Source: an optimization exercise on an open RTL-to-GDS flow (aim: small area, a short achievable clock period and few clock cycles per item). Production flows keep margins and buffers that such runs may drop. At most, simulation tests tie the RTL to the original design; equivalence was not proved. For run 1, only the layout was checked, not whether the RTL still works.

File: design/flow/run.sh
#!/bin/bash
# synth_recipe.tcl (not shown) runs the flow's synth.tcl, then flattens the netlist and writes it again
# the make line also repeats each setting of config.mk as NAME=value (left out here)
make -C /OpenROAD-flow-scripts/flow DESIGN_CONFIG=/design/flow/config.mk WORK_HOME=/design/flow/orfs CLKGATE_MAP_FILE= SYNTH_SCRIPT=/design/flow/synth_recipe.tcl finish
File: design/flow/config.mk
export PLATFORM = sky130hd
export DESIGN_NAME = outlier_rejecting_moving_average_core
export DESIGN_NICKNAME = outlier_rejecting_moving_average_core
export VERILOG_FILES = /design/flow/design.v
export SDC_FILE = /design/flow/constraint.sdc
export NUM_CORES = 4
export LEC_CHECK = 0
export CAP_MARGIN = 20
export CORE_MARGIN = 2
export CORE_UTILIZATION = 60
export SLEW_MARGIN = 20
File: design/flow/constraint.sdc
create_clock -name core_clock -period 8.0 [get_ports {clk}]
set_input_delay 1.6000 -clock core_clock [delete_from_list [all_inputs] [get_ports {clk}]]
set_output_delay 1.6000 -clock core_clock [all_outputs]
set_load 0.01 [all_outputs]
File: design/flow/design.v
`timescale 1ns / 1ps
`default_nettype none
package orma_pkg;
	localparam int WINDOW      = 10;
	localparam int SAMPLE_BITS = 12;
endpackage
`default_nettype wire
`timescale 1ns / 1ps
`default_nettype none
module outlier_rejecting_moving_average_core (
	input  logic        clk,
	input  logic        arst_n,
	input  logic        in_valid,
	output logic        in_ready,
	input  logic [11:0] in_sample,
	output logic        out_valid,
	input  logic        out_ready,
	output logic [11:0] out_filtered,
	output logic        out_held
);
	localparam int WIN = 10;
	logic adv;
	assign adv      = !out_valid || out_ready;
	assign in_ready = adv;
	logic [8:0] v;
	always_ff @(posedge clk or negedge arst_n) begin
		if (!arst_n) begin
			v <= '0;
		end else if (adv) begin
			v <= {v[7:0], in_valid};
		end
	end
	logic [11:0]    h_q [WIN];
	logic [WIN-1:0] hv_q;
	logic [11:0] s0_q, s1_q, s2_q, old_q, old_d;
	always_comb begin
		logic [11:0] o;
		logic        ov;
		case ({v[2], v[1], v[0]})
			3'b000:                 begin o = h_q[0]; ov = hv_q[0]; end
			3'b001, 3'b010, 3'b100: begin o = h_q[1]; ov = hv_q[1]; end
			3'b011, 3'b101, 3'b110: begin o = h_q[2]; ov = hv_q[2]; end
			default:                begin o = h_q[3]; ov = hv_q[3]; end
		endcase
		if (v[2]) begin
			case ({v[1], v[0]})
				2'b00:          begin o = h_q[1]; ov = hv_q[1]; end
				2'b01, 2'b10:   begin o = h_q[2]; ov = hv_q[2]; end
				default:        begin o = h_q[3]; ov = hv_q[3]; end
			endcase
		end
		old_d = ov ? o : 12'd0;
	end
	logic [15:0] sum_q;
	always_ff @(posedge clk or negedge arst_n) begin
		if (!arst_n) begin
			sum_q <= '0;
			hv_q  <= '0;
		end else if (adv) begin
			if (v[0]) begin
				sum_q <= sum_q + {4'd0, s0_q} - {4'd0, old_q};
			end
			if (v[2]) begin
				hv_q <= {1'b1, hv_q[WIN-1:1]};
			end
		end
	end
	function automatic logic [4:0] div10_step(input logic [3:0] r, input logic b);
		case ({r, b})
			5'd0: div10_step = {1'b0, 4'd0};
			5'd1: div10_step = {1'b0, 4'd1};
			5'd2: div10_step = {1'b0, 4'd2};
			5'd3: div10_step = {1'b0, 4'd3};
			5'd4: div10_step = {1'b0, 4'd4};
			5'd5: div10_step = {1'b0, 4'd5};
			5'd6: div10_step = {1'b0, 4'd6};
			5'd7: div10_step = {1'b0, 4'd7};
			5'd8: div10_step = {1'b0, 4'd8};
			5'd9: div10_step = {1'b0, 4'd9};
			5'd10: div10_step = {1'b1, 4'd0};
			5'd11: div10_step = {1'b1, 4'd1};
			5'd12: div10_step = {1'b1, 4'd2};
			5'd13: div10_step = {1'b1, 4'd3};
			5'd14: div10_step = {1'b1, 4'd4};
			5'd15: div10_step = {1'b1, 4'd5};
			5'd16: div10_step = {1'b1, 4'd6};
			5'd17: div10_step = {1'b1, 4'd7};
			5'd18: div10_step = {1'b1, 4'd8};
			5'd19: div10_step = {1'b1, 4'd9};
			default: div10_step = 5'bx;
		endcase
	endfunction
	logic [11:0] a_d, a_q;
	always_comb begin
		logic [3:0] r;
		logic [4:0] st;
		r = sum_q[15:12];
		for (int k = 11; k >= 0; k--) begin
			st = div10_step(r, sum_q[k]);
			a_d[k] = st[4];
			r = st[3:0];
		end
	end
	logic [8:0]  ad;
	logic        nz;
	logic [12:0] u;
	logic [11:0] l;
	always_comb begin
		logic [3:0] r;
		logic [4:0] st;
		r = {1'b0, a_q[11:9]};
		for (int k = 8; k >= 0; k--) begin
			st = div10_step(r, a_q[k]);
			ad[k] = st[4];
			r = st[3:0];
		end
		nz = (r != 4'd0);
		u  = {1'b0, a_q} + {4'd0, ad};
		l  = a_q - {3'd0, ad} - {11'd0, nz};
	end
	function automatic logic lt13(input logic [12:0] a, input logic [12:0] b);
		logic c;
		c = 1'b0;
		for (int i = 0; i < 13; i++) begin
			c = b[i] ? (~a[i] | c) : (~a[i] & c);
		end
		lt13 = c;
	endfunction
	function automatic logic in_band(input logic [11:0] x, input logic [12:0] ub,
			input logic [11:0] lb);
		in_band = lt13({1'b0, x}, ub) && lt13({1'b0, lb}, {1'b0, x});
	endfunction
	logic [WIN-1:0] f_d, f_q;
	always_comb begin
		for (int i = 0; i < WIN - 1; i++) begin
			f_d[i] = hv_q[i+1] && in_band(h_q[i+1], u, l);
		end
		f_d[WIN-1] = in_band(s2_q, u, l);
	end
	function automatic logic [31:0] csa(input logic [15:0] a, input logic [15:0] b,
			input logic [15:0] c);
		logic [15:0] s, k;
		s = a ^ b ^ c;
		k = (a & b) | (a & c) | (b & c);
		csa = {k[14:0], 1'b0, s};
	endfunction
	logic [15:0] ps_d, pc_d, ps_q, pc_q;
	logic [3:0]  c_d, c4_q;
	always_comb begin
		logic [15:0] m [WIN];
		logic [31:0] a1, a2, a3, b1, b2, c1, d1, e1;
		for (int i = 0; i < WIN; i++) begin
			m[i] = f_q[i] ? {4'd0, h_q[i]} : 16'd0;
		end
		a1 = csa(m[0], m[1], m[2]);
		a2 = csa(m[3], m[4], m[5]);
		a3 = csa(m[6], m[7], m[8]);
		b1 = csa(a1[15:0], a1[31:16], a2[15:0]);
		b2 = csa(a2[31:16], a3[15:0], a3[31:16]);
		c1 = csa(b1[15:0], b1[31:16], b2[15:0]);
		d1 = csa(c1[15:0], c1[31:16], b2[31:16]);
		e1 = csa(d1[15:0], d1[31:16], m[9]);
		ps_d = e1[15:0];
		pc_d = e1[31:16];
		c_d = '0;
		for (int i = 0; i < WIN; i++) begin
			c_d = c_d + 4'(f_q[i]);
		end
	end
	function automatic logic [15:0] divn(input logic [15:0] rd, input logic [3:0] c,
			input int n);
		logic [3:0]  r;
		logic [11:0] d;
		logic [5:0]  t;
		r = rd[15:12];
		d = rd[11:0];
		for (int k = 0; k < n; k++) begin
			t = {1'b0, r, d[11]} - {2'b0, c};
			if (!t[5]) begin
				r = t[3:0];
				d = {d[10:0], 1'b1};
			end else begin
				r = {r[2:0], d[11]};
				d = {d[10:0], 1'b0};
			end
		end
		divn = {r, d};
	endfunction
	logic [15:0] t_d;
	logic [15:0] q5_d, q6_d, q7_d, q8_d, q9_d;
	logic [15:0] x5_q, x6_q, x7_q, x8_q;
	logic [3:0]  c5_q, c6_q, c7_q, c8_q;
	assign t_d  = ps_q + pc_q;
	assign q5_d = divn(t_d, c4_q, 2);
	assign q6_d = divn(x5_q, c5_q, 3);
	assign q7_d = divn(x6_q, c6_q, 3);
	assign q8_d = divn(x7_q, c7_q, 3);
	assign q9_d = divn(x8_q, c8_q, 1);
	always_ff @(posedge clk) begin
		if (adv) begin
			s0_q  <= in_sample;
			old_q <= old_d;
			s1_q  <= s0_q;
			s2_q  <= s1_q;
			a_q   <= a_d;
			f_q   <= f_d;
			ps_q  <= ps_d;
			pc_q  <= pc_d;
			c4_q  <= c_d;
			x5_q  <= q5_d;
			c5_q  <= c4_q;
			x6_q  <= q6_d;
			c6_q  <= c5_q;
			x7_q  <= q7_d;
			c7_q  <= c6_q;
			x8_q  <= q8_d;
			c8_q  <= c7_q;
		end
	end
	always_ff @(posedge clk) begin
		if (adv && v[2]) begin
			for (int i = 0; i < WIN - 1; i++) begin
				h_q[i] <= h_q[i+1];
			end
			h_q[WIN-1] <= s2_q;
		end
	end
	always_ff @(posedge clk or negedge arst_n) begin
		if (!arst_n) begin
			out_valid    <= 1'b0;
			out_filtered <= '0;
			out_held     <= 1'b0;
		end else if (adv) begin
			out_valid <= v[8];
			if (v[8]) begin
				out_held <= (c8_q == 4'd0);
				if (c8_q != 4'd0) begin
					out_filtered <= q9_d[11:0];
				end
			end
		end
	end
endmodule
`default_nettype wire
==> run_results.csv, run 1 <==
group,metric,value,unit
run_status,status,"timing/DRC/antenna clean",
worst_setup_path,crit_required,8.30,ns
worst_setup_path,crit_type,"flip-flop to flip-flop",
global_routing,grt_max_degree,76,
global_routing,antenna_found_initial,0,
worst_setup_path,r2r_end,"f_q[7]",
route,num_vias,18400,
layout,finish.net_count,2627,
floorplan,rows,74,
sta,report.final.slew_viol_count,0,
global_routing,overflow,0,
layout,n_antenna_cell,0,
clocking,cts_sinks,357,
yosys,syn_area,0.0249,mm2
floorplan,dieArea,0.0431,mm2
clocking,cts_tree,"yes",
floorplan,coreArea,0.0408,mm2
sta,rsz0062_at_grt,"false",
clocking,cts_made_buffers,41,
worst_hold_path,worstHoldStart,"s1_q[8]",
worst_setup_path,reg2reg_slack,0.47,ns
sta,tightest_slew,1.01,ns
layout,fin_cells,2928,
floorplan,io_pins,31,
yosys,yosysTopAreaCell,"edfxtp_1",
route,wl,63700,um
route,drc_errors,0,
yosys,synthArstFlopShare,0.137,
worst_setup_path,crit_buf_inv,1,
placed_design,post-place-cells,2849,
worst_setup_path,critPathCaptureType,"flip-flop",
clocking,htreeDepth,2,
worst_setup_path,worstPathArrival,7.84,ns
yosys,syn-mean-instance-area,10.5,um2
route,ant_nets,0,
sta,fmaxAchievable,0.133,GHz
floorplan,die_w,208,um
floorplan,start_util,0.609,
worst_setup_path,cp-start-kind,"flip-flop",
clocking,clock_latency,0.57,ns
placed_design,dp_slack,0.267,ns
global_routing,grt_pass1_vias,18400,
yosys,synth_nets,2625,
worst_setup_path,crit_path_frequent_cell,"maj3_2",
sta,hold_viol_final,0,
global_routing,grt_usage,0.298,
sta,skew,0.0186,ns
placed_design,port_buffers,30,
worst_setup_path,reg2reg_depth,26,
placed_design,globalplace.congestion,0.893,
worst_setup_path,crit_fanout,19,
worst_setup_path,crit_family,"adder cells",
worst_setup_path,cp_slowest_cell,"or4b_2",
yosys,synth_edf_count,303,
yosys,synth_seq_area_share,0.419,
job,cap_viol_max_count,0,
floorplan,fp.dieH,208,um
yosys,synth_flop_cell,"edfxtp_1",
route,drt-initial-drc-count,1640,
route,drt-vias-per-instance,6.28,
route,wl_per_cell,21.8,um
yosys,synth.distinct_cells,91,
sta,setup_viol,0,
clocking,clk_pin_slew,0.06,ns
yosys,synth_top_area_share,0.366,
worst_hold_path,holdPathStages,0,
sta,min_period,7.53,ns
yosys,ys_top_cells_by_area,"edfxtp_1 37%, fa_1 10%, ha_1 6.2%, dfrtp_1 4.9%, inv_1 3.8%",
worst_setup_path,max_stage_delay,0.70,ns
clocking,root_buffer,"clkbuf_16",
sta,fin_ws,0.465,ns
yosys,yosysMostFrequentCell,"edfxtp_1",
worst_hold_path,hold_class,"flip-flop to flip-flop",
layout,area_growth,9.49,%
global_routing,grt_pass1_wl,101000,um
yosys,yosys_warnings,3,
sta,fin_crit_sh,0.942,
sta,finalSetupTns,0,ns
clocking,hold_buffers,0,
layout,drive_above_1_share,0.0893,
route,drtPass1Iterations,7,
sta,relSlewSlack,0.321,
worst_hold_path,min_to,"s2_q[8]",
yosys,ys_seq_elements,357,
clocking,cts_buffer_depth,3,
yosys,syn-instance-count,2362,
yosys,synth_common_cells,"303 x edfxtp_1, 250 x inv_1, 175 x nand2_1",
placed_design,hpwl,47300,um
## layout by cell type, fill, tap and decap left out, types with 42 or more instances in the layout
master,n
a21oi_1,121
and2_1,102
clkbuf_16,42
dfrtp_1,49
edfxtp_1,303
fa_1,124
ha_1,123
inv_1,249
maj3_1,61
nand2_1,175
nor2_1,129
o21ai_0,132
## kinds of logic (layout without fill, tap and decap cells)
logic type | after synthesis | after routing | synth area share
buffers and inverters | 363 | 397 | 0.0558
xor gates and xnor gates | 56 | 56 | 0.0208
DFF | 357 | 357 | 0.419
adders and majority gates | 335 | 335 | 0.198
and+or+nand+nor | 588 | 588 | 0.117
muxes | 55 | 55 | 0.0239
AOI/OAI and AO/OA | 608 | 608 | 0.165
## worst max path at each step
| stage | endpoint | slack [ns] | cells past startpoint |
|---|---|---|---|
| after floorplan | f_q[7] | 0.73 | 27 |
| after global placement | f_q[1] | 0.43 | 26 |
| after detailed placement | f_q[7] | 0.27 | 26 |
| after CTS | f_q[7] | 0.27 | 26 |
| after global routing | f_q[1] | 0.003 | 27 |
| final | f_q[7] | 0.47 | 26 |
## timing repair
action / 4_1_cts / 5_1_grt
gates resized for setup: 0 / 4
buffers inserted: 0 / 4
endpoints found under the setup margin: 0 / 6
## per-layer routing
| layer | vias up | track usage | wire length, um |
|---|---|---|---|
| met5 | - | 0 | 0 |
| met4 | 0 | 0.114 | 2340 |
| met3 | 135 | 0.0401 | 3910 |
| met2 | 683 | 0.513 | 31600 |
| met1 | 9002 | 0.385 | 25900 |
| li1 | 8573 | - | - |
## area by class of cell
class                           instances  area, um2
Clock buffer                           51       1110
Fill cell                            3172      13600
Clock inverter                         24        364
Sequential cell                       357      10400
Timing Repair Buffer                   68        581
Tap cell                              532        666
Multi-Input combinational cell       1642      13100
Inverter                              254        956
## per-stage QoR
step | util | hold WS, ns | cell area [um2]
2_1_floorplan | - | 0.400 | 24900
3_3_place_gp | 0.629 | 0.401 | 25700
3_5_place_dp | 0.630 | 0.405 | 25700
4_1_cts | 0.666 | 0.407 | 27200
5_1_grt | 0.667 | 0.409 | 27200
6_report | 0.667 | 0.407 | 27200
## registers in the layout (all words and copies together), names as in the netlist, 14 cells and up, named ones only
register,count
sum_q,16
x7_q,16
x8_q,16
h_q,120
pc_q,14
x6_q,16
x5_q,16
ps_q,15
==> inputs of run 2 (changes only) <==
--- a/design/flow/design.v
+++ b/design/flow/design.v
@@ -92,4 +92,6 @@
 	endfunction
 	logic [11:0] a_d, a_q;
+	logic [8:0]  ad_d, ad_q;
+	logic        nz_d, nz_q;
 	always_comb begin
 		logic [3:0] r;
@@ -101,22 +103,16 @@
 			r = st[3:0];
 		end
-	end
-	logic [8:0]  ad;
-	logic        nz;
+		r = {1'b0, a_d[11:9]};
+		for (int k = 8; k >= 0; k--) begin
+			st = div10_step(r, a_d[k]);
+			ad_d[k] = st[4];
+			r = st[3:0];
+		end
+		nz_d = (r != 4'd0);
+	end
 	logic [12:0] u;
 	logic [11:0] l;
-	always_comb begin
-		logic [3:0] r;
-		logic [4:0] st;
-		r = {1'b0, a_q[11:9]};
-		for (int k = 8; k >= 0; k--) begin
-			st = div10_step(r, a_q[k]);
-			ad[k] = st[4];
-			r = st[3:0];
-		end
-		nz = (r != 4'd0);
-		u  = {1'b0, a_q} + {4'd0, ad};
-		l  = a_q - {3'd0, ad} - {11'd0, nz};
-	end
+	assign u = {1'b0, a_q} + {4'd0, ad_q};
+	assign l = a_q - {3'd0, ad_q} - {11'd0, nz_q};
 	function automatic logic lt13(input logic [12:0] a, input logic [12:0] b);
 		logic c;
@@ -192,9 +188,9 @@
 	logic [3:0]  c5_q, c6_q, c7_q, c8_q;
 	assign t_d  = ps_q + pc_q;
-	assign q5_d = divn(t_d, c4_q, 2);
+	assign q5_d = divn(t_d, c4_q, 1);
 	assign q6_d = divn(x5_q, c5_q, 3);
 	assign q7_d = divn(x6_q, c6_q, 3);
 	assign q8_d = divn(x7_q, c7_q, 3);
-	assign q9_d = divn(x8_q, c8_q, 1);
+	assign q9_d = divn(x8_q, c8_q, 2);
 	always_ff @(posedge clk) begin
 		if (adv) begin
@@ -204,4 +200,6 @@
 			s2_q  <= s1_q;
 			a_q   <= a_d;
+			ad_q  <= ad_d;
+			nz_q  <= nz_d;
 			f_q   <= f_d;
 			ps_q  <= ps_d;
==> run 2 against run 1 <==
Sequential cell count increased by 5. First-iteration DRC count decreased by 35%. Still clean on timing, DRC and antenna. Worst hold slack improved by 0.010 ns. Sequential share of layout area increased by 1.3 points. Setup slack improved by 1.6 ns.
==> run_results.csv, run 2 <==
group,metric,value,unit
sta,whs,0.418,ns
layout,final_cell_area,0.0269,mm2
sta,skew,0.0221,ns
route,drt-initial-drc-count,1073,
placed_design,globalplace.congestion,0.872,
placed_design,placed_area,0.0255,mm2
yosys,synth.distinct_cells,107,
sta,relSlewSlack,0.312,
yosys,ys_top_cells_by_area,"edfxtp_1 38%, fa_1 10%, ha_1 6.2%, dfrtp_1 5.0%, inv_1 3.8%",
placed_design,hpwl,41200,um
floorplan,fp.dieH,207,um
global_routing,overflow,0,
layout,finish.net_count,2482,
placed_design,port_buffers,30,
yosys,yosys_warnings,3,
job,cap_viol_max_count,0,
yosys,yosysTopAreaCell,"edfxtp_1",
clocking,cts_sinks,362,
clocking,htreeDepth,2,
sta,rsz0062_at_grt,"false",
worst_setup_path,crit_type,"flip-flop to flip-flop",
layout,area_growth,8.85,%
yosys,synth_nets,2463,
layout,final_cell_mix,"313 x edfxtp_1, 252 x inv_1, 132 x nand2_1",
route,num_vias,16900,
layout,top_register,"h_q",
clocking,root_buffer,"clkbuf_16",
sta,fmaxAchievable,0.170,GHz
sta,min_period,5.89,ns
floorplan,rows,74,
floorplan,coreArea,0.0407,mm2
global_routing,grt_pass1_vias,17000,
floorplan,start_util,0.606,
worst_setup_path,worstPathArrival,6.20,ns
global_routing,antenna_found_initial,0,
yosys,synth_edf_count,313,
clocking,clk_pin_slew,0.06,ns
global_routing,grt_pass1_wl,88700,um
yosys,synth_seq_area_share,0.431,
floorplan,dieArea,0.0428,mm2
yosys,syn-mean-instance-area,11.2,um2
layout,final_common_cell,"edfxtp_1",
layout,drive_above_1_share,0.113,
worst_hold_path,hold_class,"flip-flop to flip-flop",
yosys,synthArstFlopShare,0.135,
sta,report.final.slew_viol_count,0,
run_status,status,"timing/DRC/antenna clean",
route,wl_per_cell,19.9,um
route,ant_nets,0,
yosys,synth_common_cells,"313 x edfxtp_1, 253 x inv_1, 132 x nand2_1",
clocking,hold_buffers,0,
yosys,syn-instance-count,2200,
global_routing,grt_max_degree,60,
yosys,syn_area,0.0247,mm2
sta,setup_viol,0,
worst_setup_path,critPathCaptureType,"flip-flop",
clocking,cts_resized,0,
clocking,postCtsSetupBuffers,0,
floorplan,die_w,207,um
layout,n_antenna_cell,0,
sta,tightest_slew,1.03,ns
route,drtPass1Iterations,5,
clocking,cts_made_buffers,43,
floorplan,io_pins,31,
yosys,synth_flop_cell,"edfxtp_1",
clocking,clock_latency,0.57,ns
sta,hold_viol_final,0,
sta,finalSetupTns,0,ns
sta,fin_crit_sh,0.737,
route,drc_errors,0,
worst_setup_path,cp-start-kind,"flip-flop",
route,wl,55400,um
yosys,ys_seq_elements,362,
worst_setup_path,crit_fanout,14,
global_routing,grt_usage,0.266,
yosys,yosysMostFrequentCell,"edfxtp_1",
clocking,cts_tree,"yes",
layout,largest_reg_flops,120,
yosys,synth_top_area_share,0.381,
route,drt-vias-per-instance,6.06,
worst_setup_path,crit_required,8.30,ns
clocking,cts_buffer_depth,3,
-- run 2: cell types whose count changed after synthesis, sizes merged, moves of 23 or more --
cell and delta:
o21ai -30, clkbuf -39, maj3 +70, a31oi -29, nor2 -23, nand2 -40
-- run 2: cell type report --
class                      instances  area, um2
tap                              532        666
fill                            3198      13900
clock buffer                      62       1210
clock inverter                    18        159
multi-input combinational       1502      12800
sequential                       362      10600
inverter                         256        963
timing repair buffer              54        475
-- run 2: per-stage QoR --
| stage | worst slack, ns | instances | util |
|---|---|---|---|
| 2_1_floorplan | 1.64 | 2200 | - |
| 3_3_place_gp | 2.32 | 2706 | 0.625 |
| 3_5_place_dp | 2.17 | 2706 | 0.625 |
| 4_1_cts | 2.15 | 2786 | 0.659 |
| 5_1_grt | 1.47 | 2786 | 0.659 |
| 6_report | 2.11 | 2786 | 0.659 |
-- run 2: worst paths after layout --
| check | startpoint | end | slack [ns] | cells after the start |
|---|---|---|---|---|
| min in group asynchronous | arst_n | out_filtered[1] | 1.00 | 1 |
| setup reg to reg | sum_q[12] | nz_q | 2.11 | 17 |
| hold / removal | s1_q[4] | s2_q[4] | 0.42 | 0 |
| setup / recovery | sum_q[12] | nz_q | 2.11 | 17 |
| hold reg to reg | s1_q[4] | s2_q[4] | 0.42 | 0 |
| max in group asynchronous | arst_n | hv_q[0] | 6.04 | 2 |
-- run 2: worst max-delay path, cell delays in order (launching register included) --
cell and delay, ns:
dfrtp_1 0.47, inv_1 0.19, ha_1 0.30, and3b_1 0.28
o31a_1 0.38, o21ai_0 0.31, o311a_1 0.53, inv_1 0.32
o311ai_1 0.35, a211oi_1 0.08, a221o_1 0.32, nor4_2 0.79
or4b_1 0.49, o31a_1 0.14, and2_1 0.18, o221ai_1 0.20
and4_1 0.22, o21ai_1 0.06
-- run 2: per-layer routing --
metal  up-vias  routed length (um)  share of wire  global-route usage
met4         0                1530          0.028              0.0838
met5         -                   0              0                   0
met3       101                2620          0.047              0.0366
met1      8304               23100           0.42               0.339
met2       475               28200           0.51               0.470
li1       7992                   -              -                   -
-- run 2: cell families (layout without fill, tap and decap cells) --
group,Yosys count,count (layout),synth area share
AOI/OAI and AO/OA,507,507,0.142
and+or+nand+nor,488,488,0.101
adders and majority gates,405,405,0.231
DFF,362,362,0.431
buffers and inverters,336,390,0.0543
xor gates and xnor gates,57,57,0.0202
muxes,45,45,0.0201
Testbench counts of run 2, summed over its fixed seeds: cycles 8,080, items 8,000.
==> inputs of run 3 (changes only) <==
--- a/design/flow/config.mk
+++ b/design/flow/config.mk
@@ -9,3 +9,5 @@
 export CORE_MARGIN = 2
 export CORE_UTILIZATION = 60
+export GPL_TIMING_DRIVEN = 1
+export SETUP_SLACK_MARGIN = 3.0
 export SLEW_MARGIN = 20
==> run 3 against run 2 <==
Clock skew decreased by 0.0018 ns. Final cell count increased by 1.9%. Critical path type unchanged. Core utilization increased by 2.7 points. Critical endpoint is now f_q[0]. Sequential cell count unchanged. Via count increased by 3.5%. Setup slack improved by 0.65 ns.
==> run_results.csv, run 3 <==
group,metric,value,unit
run_status,status,"timing/DRC/antenna clean",
floorplan,die_w,207,um
worst_setup_path,crit_required,8.32,ns
clocking,cts_made_buffers,42,
job,cap_viol_max_count,0,
sta,min_period,5.25,ns
yosys,synth_flop_cell,"edfxtp_1",
layout,fin_cells,2839,
yosys,synth_nets,2463,
worst_setup_path,crit_type,"flip-flop to flip-flop",
worst_setup_path,worstPathArrival,5.56,ns
worst_setup_path,cp-startpoint,"a_q[0]",
sta,fmaxAchievable,0.191,GHz
clocking,cts_buffer_depth,3,
worst_setup_path,timing.rr.start,"a_q[0]",
yosys,synthArstFlopShare,0.135,
worst_hold_path,hold_class,"flip-flop to flip-flop",
route,num_vias,17500,
worst_setup_path,critPathCaptureType,"flip-flop",
route,wl,58400,um
global_routing,grt_pass1_wl,93000,um
yosys,syn_area,0.0247,mm2
yosys,synth_common_cells,"313 x edfxtp_1, 253 x inv_1, 132 x nand2_1",
layout,regArea,0.0106,mm2
yosys,syn-instance-count,2200,
route,wl_per_cell,20.6,um
yosys,ys_top_cells_by_area,"edfxtp_1 38%, fa_1 10%, ha_1 6.2%, dfrtp_1 5.0%, inv_1 3.8%",
placed_design,globalplace.congestion,0.882,
floorplan,coreArea,0.0407,mm2
route,drt-initial-drc-count,1201,
floorplan,rows,74,
yosys,synth_seq_area_share,0.431,
worst_setup_path,cp_slowest_cell,"fa_2",
clocking,hold_buffers,0,
clocking,cts_tree,"yes",
global_routing,antenna_found_initial,0,
placed_design,port_buffers,30,
clocking,htreeDepth,2,
worst_hold_path,holdPathStages,0,
layout,n_antenna_cell,0,
yosys,yosysTopAreaCell,"edfxtp_1",
sta,report.final.slew_viol_count,0,
layout,multiInputGateArea,0.0133,mm2
worst_setup_path,max_stage_delay,0.59,ns
yosys,yosysMostFrequentCell,"edfxtp_1",
sta,skew,0.0202,ns
worst_setup_path,cp_cell_sequence,"fa_2 > ha_4 > xnor2_4 > nor2b_4 > a21oi_2 > a21oi_1 > maj3_2 > maj3_2 > maj3_2 > maj3_2 > maj3_2 > maj3_2 > maj3_2 > maj3_2 > maj3_2 > maj3_2 > and3_4",
placed_design,post-place-cells,2707,
layout,area_growth,13.3,%
clocking,root_buffer,"clkbuf_16",
yosys,synth_edf_count,313,
layout,drive_above_1_share,0.177,
worst_setup_path,crit_fanout,5,
sta,finalSetupTns,0,ns
yosys,synth.distinct_cells,107,
route,drtPass1Iterations,6,
placed_design,placed_area,0.0255,mm2
sta,tightest_slew,1.03,ns
layout,top_register,"h_q",
yosys,synth_top_area_share,0.381,
floorplan,io_pins,31,
route,drc_errors,0,
floorplan,fp.dieH,207,um
global_routing,grt_usage,0.278,
layout,final_cell_area,0.0279,mm2
yosys,ys_seq_elements,362,
global_routing,overflow,0,
worst_setup_path,reg2reg_slack,2.75,ns
clocking,clock_latency,0.57,ns
floorplan,start_util,0.606,
yosys,syn-mean-instance-area,11.2,um2
layout,largest_reg_flops,120,
worst_setup_path,reg2reg_depth,17,
worst_setup_path,crit_path_frequent_cell,"maj3_2",
sta,fin_crit_sh,0.656,
placed_design,hpwl,41300,um
sta,rsz0062_at_grt,"true",
yosys,yosys_warnings,3,
route,drt-vias-per-instance,6.15,
route,ant_nets,0,
layout,final_cell_mix,"313 x edfxtp_1, 243 x inv_1, 125 x nand2_1",
layout,fillCellCount,2995,
global_routing,grt_max_degree,84,
worst_setup_path,cp-start-kind,"flip-flop",
sta,setup_viol,0,
sta,relSlewSlack,0.312,
floorplan,dieArea,0.0428,mm2
clocking,clk_pin_slew,0.06,ns
sta,whs,0.398,ns
layout,final_common_cell,"edfxtp_1",
worst_hold_path,worstHoldStart,"s1_q[7]",
sta,hold_viol_final,0,
global_routing,grt_pass1_vias,17600,
layout,finish.net_count,2537,
clocking,cts_sinks,362,
[run 3: changes by cell type in the layout (fill, tap and decap cells not counted), moves of 8 or more]
cell | previous run | this run
o21ai_0 | 91 | 76
a21oi_1 | 124 | 116
inv_1 | 252 | 243
clkbuf_1 | 14 | 6
o21ai_1 | 14 | 23
buf_4 | 24 | 73
[run 3: cell type report]
type                    count  area share
clock inverters            22     0.00909
inverters                 256      0.0347
repair buffers            108      0.0322
multi-input cells        1504       0.477
clock buffers              55      0.0423
well taps                 532      0.0238
flip-flops and latches    362       0.380
[run 3: path summary, 6_finish.rpt]
| path | endpoint |
|---|---|
| worst min-delay path | s2_q[7] |
| worst min register to register | s2_q[7] |
| worst max-delay path | f_q[0] |
| max in group asynchronous | sum_q[13] |
| worst max register to register | f_q[0] |
| min in group asynchronous | out_filtered[1] |
[run 3: timing repair]
item | 4_1_cts | 5_1_grt
buffers inserted | 14 | 39
cloned | 1 | 1
pin swaps | 36 | 36
setup endpoints to repair | 28 | 32
endpoints found under the hold margin | 0 | 0
gates resized for setup | 49 | 94
[run 3: layer usage]
metal | vias to the layer above | routed length (um) | track usage
met5 | - | 0 | 0
met4 | 0 | 1470 | 0.0767
met3 | 108 | 2960 | 0.0388
met2 | 560 | 30300 | 0.497
met1 | 8681 | 23600 | 0.355
li1 | 8115 | - | -
[run 3: kinds of logic after synthesis]
family	after synthesis	share of synthesized area
XOR/XNOR	57	0.0202
multiplexers	45	0.0201
flip-flops	362	0.431
adder cells (fa/ha/maj)	405	0.231
AND/OR/NAND/NOR	488	0.101
AO/OA/AOI/OAI	507	0.142
buffers and inverters	336	0.0543
[run 3: through the flow]
stage	util	setup slack, ns
floorplan	-	2.86
global placement	0.626	2.19
detailed placement	0.626	2.05
CTS	0.668	2.73
global route	0.686	2.65
finish	0.686	2.75
[run 3: worst max-delay path, delay by kind of cell, from the launching register on]
family | cells | cell delay [ns]
AOI/OAI and AO/OA | 2 | 0.18
xor gates and xnor gates | 1 | 0.17
adders and majority gates | 12 | 3.89
DFF | 1 | 0.42
and+or+nand+nor | 2 | 0.35

re-timing with driven ports:
In the flow no input, the clock included, has a driving cell. The finished layouts below were timed again as built, in two steps. Step 1 assumes that a clkbuf_16 drives the clock port and a buf_2 every other input. Step 2 moves the port delays by t, midway between the first and last clock arrival at a register: inputs arrive t later, outputs are due t later. That takes back most of the time a late clock gives input paths. Three values: ideal, step 1, step 2; two values: the first two.
run	shift t [ns]	slack for setup (ns)	worst data-port slew with drivers (ns)	pins driven straight from the clock port
run 1	0.619	0.465 / 0.465 / 0.465	0.05	1
run 2	0.610	2.106 / 2.106 / 2.106	0.05	1
run 3	0.611	2.751 / 2.751 / 2.751	0.04	1
After both steps every run listed still meets setup and hold.
